This design comes from an exercise in tuning for a short achievable clock period and few clock cycles on the open sky130 flow, not from production work.
The RTL was checked by simulation tests, not by an equivalence proof against the original design.
Power figures rest on the tool's default switching activity, not on a simulated workload.

Design cpu_core, start of the top module:
module cpu_core #(
    parameter cpu_pkg::word_t RESET_PC = '0
) (
    input  logic   clk,
    input  logic   arst_n,
    output cpu_pkg::word_t  imem_addr,         
    input  cpu_pkg::instr_t imem_rdata,
    output cpu_pkg::word_t  dmem_addr,
    output cpu_pkg::word_t  dmem_wdata,
    output logic   dmem_we,           
    output logic   dmem_re,           
    input  cpu_pkg::word_t  dmem_rdata
);
Size in the first run: roughly 3,300 cells after synthesis, about 580 flip-flops, roughly 100 I/O pins, ~0.032 mm2 of cells after synthesis.
clock: 9.0 ns
lec_check: 0
cap_margin: 20
core_margin: 2
core_utilization: 40
slew_margin: 20
standard.sh (not shown) runs the stock make flow with config.mk's settings and CLKGATE_MAP_FILE= SYNTH_SCRIPT=/design/flow/synth_recipe.tcl, a recipe that flattens the netlist after the stock synthesis.
==> flow/flow/run.sh <==
#!/bin/bash
# Standard ORFS layout (the standard.sh: standard synthesis, floorplan,
# placement, CTS, routing, finish), with repair aiming further below the
# clock period and sized port buffers. All tool output is in make.log here
# and in ORFS's own logs under orfs/logs.
set -euo pipefail
bash standard.sh \
  SETUP_SLACK_MARGIN=6.5 \
  TNS_END_PERCENT=100 \
  MATCH_CELL_FOOTPRINT=0 \
  "BUFFER_PORTS_ARGS=-buffer_cell sky130_fd_sc_hd__buf_4" \
  finish > make.log 2>&1
Testbench counts at the start, summed over its fixed seeds: cycles 10,525.
==> next run, changes <==
--- a/flow/flow/run.sh
+++ b/flow/flow/run.sh
@@ -7,3 +7,3 @@
 bash standard.sh \
-  SETUP_SLACK_MARGIN=6.5 \
+  SETUP_SLACK_MARGIN=6 \
   TNS_END_PERCENT=100 \
Result: The new run produced a clean layout. Routed wire length falls by a few percent. Flip-flop and latch count is unchanged. Fmax falls slightly. Global-route usage shrinks by 0.52 points. Total power fell slightly. Register-to-register slack gets worse by 0.03 ns. Final area falls by a few percent. Sequential share of layout area increases by 1.1 points. Worst hold slack degrades by 0.0078 ns.

Setup of run A:
cpu_core, a different RTL version from the one above (not shown whole).
For scale: about 100 I/O pins, about 32000 um2 of cells after synthesis.
export LEC_CHECK = 0
export CAP_MARGIN = 20
export CORE_MARGIN = 2
export CORE_UTILIZATION = 40
export SLEW_MARGIN = 20
create_clock -name core_clock -period 9.0 [get_ports {clk}]
==> flow/flow/run.sh <==
#!/bin/bash
# Standard ORFS layout (the standard.sh: standard synthesis, floorplan,
# placement, CTS, routing, finish), with repair aiming further below the
# clock period and sized port buffers. All tool output is in make.log here
# and in ORFS's own logs under orfs/logs.
set -euo pipefail
bash standard.sh \
  SETUP_SLACK_MARGIN=6.5 \
  TNS_END_PERCENT=100 \
  MATCH_CELL_FOOTPRINT=0 \
  "BUFFER_PORTS_ARGS=-buffer_cell sky130_fd_sc_hd__buf_4" \
  finish > make.log 2>&1
Every stage of the flow completed for run A, and the final layout passed the timing, design-rule and antenna checks.
Testbench counts of run A, summed over its fixed seeds: cycles 10,525.
### run A -> run B
- PLACE_DENSITY now 0.7, previously not set
- CORE_UTILIZATION now 55, was 40
Findings:
Looking at the reports, run B completed the entire flow and the layout it produced met the timing, design-rule and antenna checks.
Comparing run A and run B, the lower share of cells above drive strength 1 is on run B.
The higher global router's overall resource usage came out of run B.
Compared to run A, run B was floorplanned on a smaller die.
The non-clock buffer count number comes out lower for run A vs run B.
Run B vs run A, worst setup slack went down by 0.14 ns.
Buffer count from post-CTS setup fixing (run B vs. run A) increases by a little under 10%
The following lists how run C was set up differently from run B:
- swapping 55 for 40 in CORE_UTILIZATION
- clearing PLACE_DENSITY, which used to be 0.7
--- a/flow/flow/run.sh
+++ b/flow/flow/run.sh
@@ -6,5 +6,5 @@
 set -euo pipefail
 bash standard.sh \
-  SETUP_SLACK_MARGIN=6.5 \
+  SETUP_SLACK_MARGIN=6 \
   TNS_END_PERCENT=100 \
   MATCH_CELL_FOOTPRINT=0 \
--- outcome ---
- Run C reached the final stage; the timing, design-rule and antenna checks on its layout passed.
- The worst setup slack for register-to-register paths of run C is higher than that of run B.
- Stage delay of the slowest cell on the critical path is higher on run B
- Run C ends up with a share of the final layout cell area in sequential cells that is 0.96 points higher than in run B.
- Comparing run B against run C, there is no change at all in number of max-slew violations in the final report.
- When the final numbers for run B and run C were put side by side, the multi-input gate share of total cell area turned out to be greater in run B.
- In the reports for run B and run C, the larger count of instances resized after the clock tree is built belongs to run B.
- Clock network power share delta for run C relative to run B: 1.9 points higher
- Looking at beginning of the critical path, the imem_rdata[30] result is from run C; the imem_rdata[22] one comes from run B.
- Run C against run B: met3 wirelength from detailed routing decreased by 30% relative to the old numbers, maximum frequency increased by 3.2% relative to the old numbers.
### run C -> run D
--- a/flow/flow/run.sh
+++ b/flow/flow/run.sh
@@ -6,5 +6,5 @@
 set -euo pipefail
 bash standard.sh \
-  SETUP_SLACK_MARGIN=6 \
+  SETUP_SLACK_MARGIN=7 \
   TNS_END_PERCENT=100 \
   MATCH_CELL_FOOTPRINT=0 \
### Flow results
Share of total power in the clock network delta for run D relative to run C: 1.0 points lower
Run D: clock period minus final worst setup slack 0.072 ns above run C
Synthesis-to-layout area growth: run D vs run C up 8.1 points
Count of non-CTS inverters in the layout is lower on run D
Of run C and run D, the lower number of clock buffers in the layout belongs to run C.
Run D has post-detailed-routing wire length above what run C had.
Total power (run D over run C): increase, about 2.7%
Diff run C -> run D: via count moved up; total non-filler cell area in the finished layout moved up; met1 demand-to-capacity share in global routing moved up; worst-case setup margin in the final layout moved down.

cpu_core, a different RTL version from the one above (not shown whole).
For scale: about 3,000 cells after synthesis, roughly 450 flip-flops, ~100 I/O pins, ~28,000 um2 of cells after synthesis.
## cpu_core
module cpu_core #(
    parameter cpu_pkg::word_t RESET_PC = '0
) (
    input  logic   clk,
    input  logic   arst_n,
    output cpu_pkg::word_t  imem_addr,         
    input  cpu_pkg::instr_t imem_rdata,
    output cpu_pkg::word_t  dmem_addr,
    output cpu_pkg::word_t  dmem_wdata,
    output logic   dmem_we,           
    output logic   dmem_re,           
    input  cpu_pkg::word_t  dmem_rdata
);
Settings: LEC_CHECK=0, CAP_MARGIN=20, CORE_MARGIN=2, CORE_UTILIZATION=40, SETUP_SLACK_MARGIN=5, SLEW_MARGIN=20, TNS_END_PERCENT=100; clock period 9.0 ns.
run.sh (not shown) runs the stock make flow with config.mk's settings and CLKGATE_MAP_FILE= SYNTH_SCRIPT=/design/flow/synth_recipe.tcl, a recipe that flattens the netlist after the stock synthesis.
Stock flow here: none of the scripts above is used.
Testbench counts at the start, summed over its fixed seeds: cycles 9,902.
Edit:
Settings changed: CORE_UTILIZATION 40 to 60, PLACE_DENSITY from default to 0.7.
Result:
- design area shrinks by 1.6%
- routed wire length grows by 0.59%
- setup slack gets worse by 60 ps

the reference run:
Another version of the RTL of cpu_core (not shown whole).
Size: roughly 3400 cells after synthesis, ~600 flip-flops, roughly 100 I/O pins, roughly 32000 µm² of cells after synthesis.
export LEC_CHECK = 0
export CAP_MARGIN = 20
export CORE_MARGIN = 2
export CORE_UTILIZATION = 40
export SLEW_MARGIN = 20
create_clock -name core_clock -period 9.0 [get_ports {clk}]
standard.sh (not shown) runs the stock make flow with config.mk's settings and CLKGATE_MAP_FILE= SYNTH_SCRIPT=/design/flow/synth_recipe.tcl, a recipe that flattens the netlist after the stock synthesis.
==> flow/flow/run.sh <==
#!/bin/bash
# Standard ORFS layout (the standard.sh: standard synthesis, floorplan,
# placement, CTS, routing, finish), with repair aiming further below the
# clock period and sized port buffers. All tool output is in make.log here
# and in ORFS's own logs under orfs/logs.
set -euo pipefail
bash standard.sh \
  SETUP_SLACK_MARGIN=6.5 \
  TNS_END_PERCENT=100 \
  MATCH_CELL_FOOTPRINT=0 \
  "BUFFER_PORTS_ARGS=-buffer_cell sky130_fd_sc_hd__buf_4" \
  finish > make.log 2>&1
Testbench counts of the reference run, summed over its fixed seeds: cycles 10,525.
--- input diff the reference run..the trial run ---
- an added GPL_ROUTABILITY_DRIVEN of 0
--- a/flow/flow/run.sh
+++ b/flow/flow/run.sh
@@ -8 +8 @@
-  SETUP_SLACK_MARGIN=6.5 \
+  SETUP_SLACK_MARGIN=6 \
### Flow results
The trial run completed end to end with timing, DRC and antenna clean. Peak supply drop: the trial run better than the reference run. Fraction of area in registers ends up higher on the trial run. Summary — number of fillers in the final layout, the trial run relative to the reference run: higher, by 2.1%. The reference run → the trial run: via count of the first global-routing pass decreased 2.2%; top fanout value on the critical path increased 2. The final cell count of the trial run falls short of that of the reference run by 125. | final wirelength | the trial run vs the reference run | better |.

cpu_core, a different RTL version from the one above (not shown whole).
Size in the first run: ~3500 cells after synthesis, about 650 flip-flops, ~34000 um2 of cells after synthesis.
export LEC_CHECK = 0
export CAP_MARGIN = 20
export CORE_MARGIN = 2
export CORE_UTILIZATION = 40
export SLEW_MARGIN = 20
create_clock -name core_clock -period 9.0 [get_ports {clk}]
==> flow/flow/run.sh <==
#!/bin/bash
# Standard ORFS layout (the standard.sh: standard synthesis, floorplan,
# placement, CTS, routing, finish), with repair aiming further below the
# clock period and sized port buffers. All tool output is in make.log here
# and in ORFS's own logs under orfs/logs.
set -euo pipefail
bash standard.sh \
  SETUP_SLACK_MARGIN=6.5 \
  TNS_END_PERCENT=100 \
  MATCH_CELL_FOOTPRINT=0 \
  "BUFFER_PORTS_ARGS=-buffer_cell sky130_fd_sc_hd__buf_4" \
  finish > make.log 2>&1
The baseline completed without violations.
Testbench counts at the start, summed over its fixed seeds: cycles 10,905.
Then changed:
--- a/flow/flow/run.sh
+++ b/flow/flow/run.sh
@@ -8 +8 @@
-  SETUP_SLACK_MARGIN=6.5 \
+  SETUP_SLACK_MARGIN=6 \
Clock skew fell by 11 ps.
Die area stays the same.
Clock power falls slightly.

cpu_core, a different RTL version from the one above (not shown whole).
Size in the first run: about 100 I/O pins.
// cpu_core
module cpu_core #(
    parameter cpu_pkg::word_t RESET_PC = '0
) (
    input  logic   clk,
    input  logic   arst_n,
    output cpu_pkg::word_t  imem_addr,         
    input  cpu_pkg::instr_t imem_rdata,
    output cpu_pkg::word_t  dmem_addr,
    output cpu_pkg::word_t  dmem_wdata,
    output logic   dmem_we,           
    output logic   dmem_re,           
    input  cpu_pkg::word_t  dmem_rdata
);
export LEC_CHECK = 0
export CAP_MARGIN = 20
export CORE_MARGIN = 2
export CORE_UTILIZATION = 40
export SLEW_MARGIN = 20
create_clock -name core_clock -period 9.0 [get_ports {clk}]
==> flow/flow/run.sh <==
#!/bin/bash
# Standard ORFS layout (the standard.sh: standard synthesis, floorplan,
# placement, CTS, routing, finish), with repair aiming further below the
# clock period and sized port buffers. All tool output is in make.log here
# and in ORFS's own logs under orfs/logs.
set -euo pipefail
bash standard.sh \
  SETUP_SLACK_MARGIN=6.5 \
  TNS_END_PERCENT=100 \
  MATCH_CELL_FOOTPRINT=0 \
  "BUFFER_PORTS_ARGS=-buffer_cell sky130_fd_sc_hd__buf_4" \
  finish > make.log 2>&1
The first run went through all stages and came out clean.
Testbench counts at the start, summed over its fixed seeds: cycles 10,809.
Change:
--- a/flow/flow/run.sh
+++ b/flow/flow/run.sh
@@ -8 +8 @@
-  SETUP_SLACK_MARGIN=6.5 \
+  SETUP_SLACK_MARGIN=6 \
- synthesized area stays the same
- maximum frequency climbs by 2.3%
- sequential power barely changes
- routed wire length drops by 4.5%
- via count drops by 3.9%
- first-iteration DRC count drops by 5.5%
- synthesized cell count does not change
- global-route usage drops by 1.2 points
- total power drops by 6.9%
- die area does not change

-- re-timing with driven ports --
In the flow no input, the clock included, has a driving cell. The finished layouts below were timed again as built, in two steps.
Step 1 sets driving cells, clkbuf_16 on the clock port and buf_2 on the other inputs (assumed; they add their load-dependent delay and slew).
Step 2 also shifts input and output timing later by t, the mid clock arrival at the registers, as if the neighbouring blocks saw the same clock.
Slacks: ideal ports / drivers / drivers and shift; pairs: ideal ports / drivers.
run	t, ns	slack for setup (ns)	slew at the worst register clock pin (ns)
the first run of note 1	0.706	5.338 / 5.338 / 4.778	0.07 / 0.07
the second run of note 1	0.689	5.304 / 5.304 / 5.093	0.06 / 0.06
run A	0.696	5.671 / 5.701 / 5.012	0.07 / 0.07
run B	0.697	5.531 / 5.563 / 4.880	0.07 / 0.07
run C	0.678	5.640 / 5.667 / 4.995	0.07 / 0.07
run D	0.677	5.568 / 5.598 / 4.921	0.07 / 0.07
the first run of note 3	0.677	3.763 / 3.702 / 4.334	0.07 / 0.07
the second run of note 3	0.685	3.703 / 3.642 / 4.302	0.07 / 0.07
the reference run	0.694	5.435 / 5.462 / 4.769	0.06 / 0.06
the trial run	0.699	5.454 / 5.483 / 4.784	0.07 / 0.07
the first run of note 5	0.701	5.587 / 5.526 / 5.124	0.07 / 0.07
the second run of note 5	0.700	5.724 / 5.661 / 5.072	0.07 / 0.07
the first run of note 6	0.702	5.590 / 5.619 / 4.917	0.07 / 0.07
the second run of note 6	0.697	5.665 / 5.697 / 5.000	0.07 / 0.07
After both steps every run listed still meets setup and hold. For the first run of note 6, which loses most, drivers alone change the setup slack by +0.029 ns; drivers and shift together by -0.673 ns.
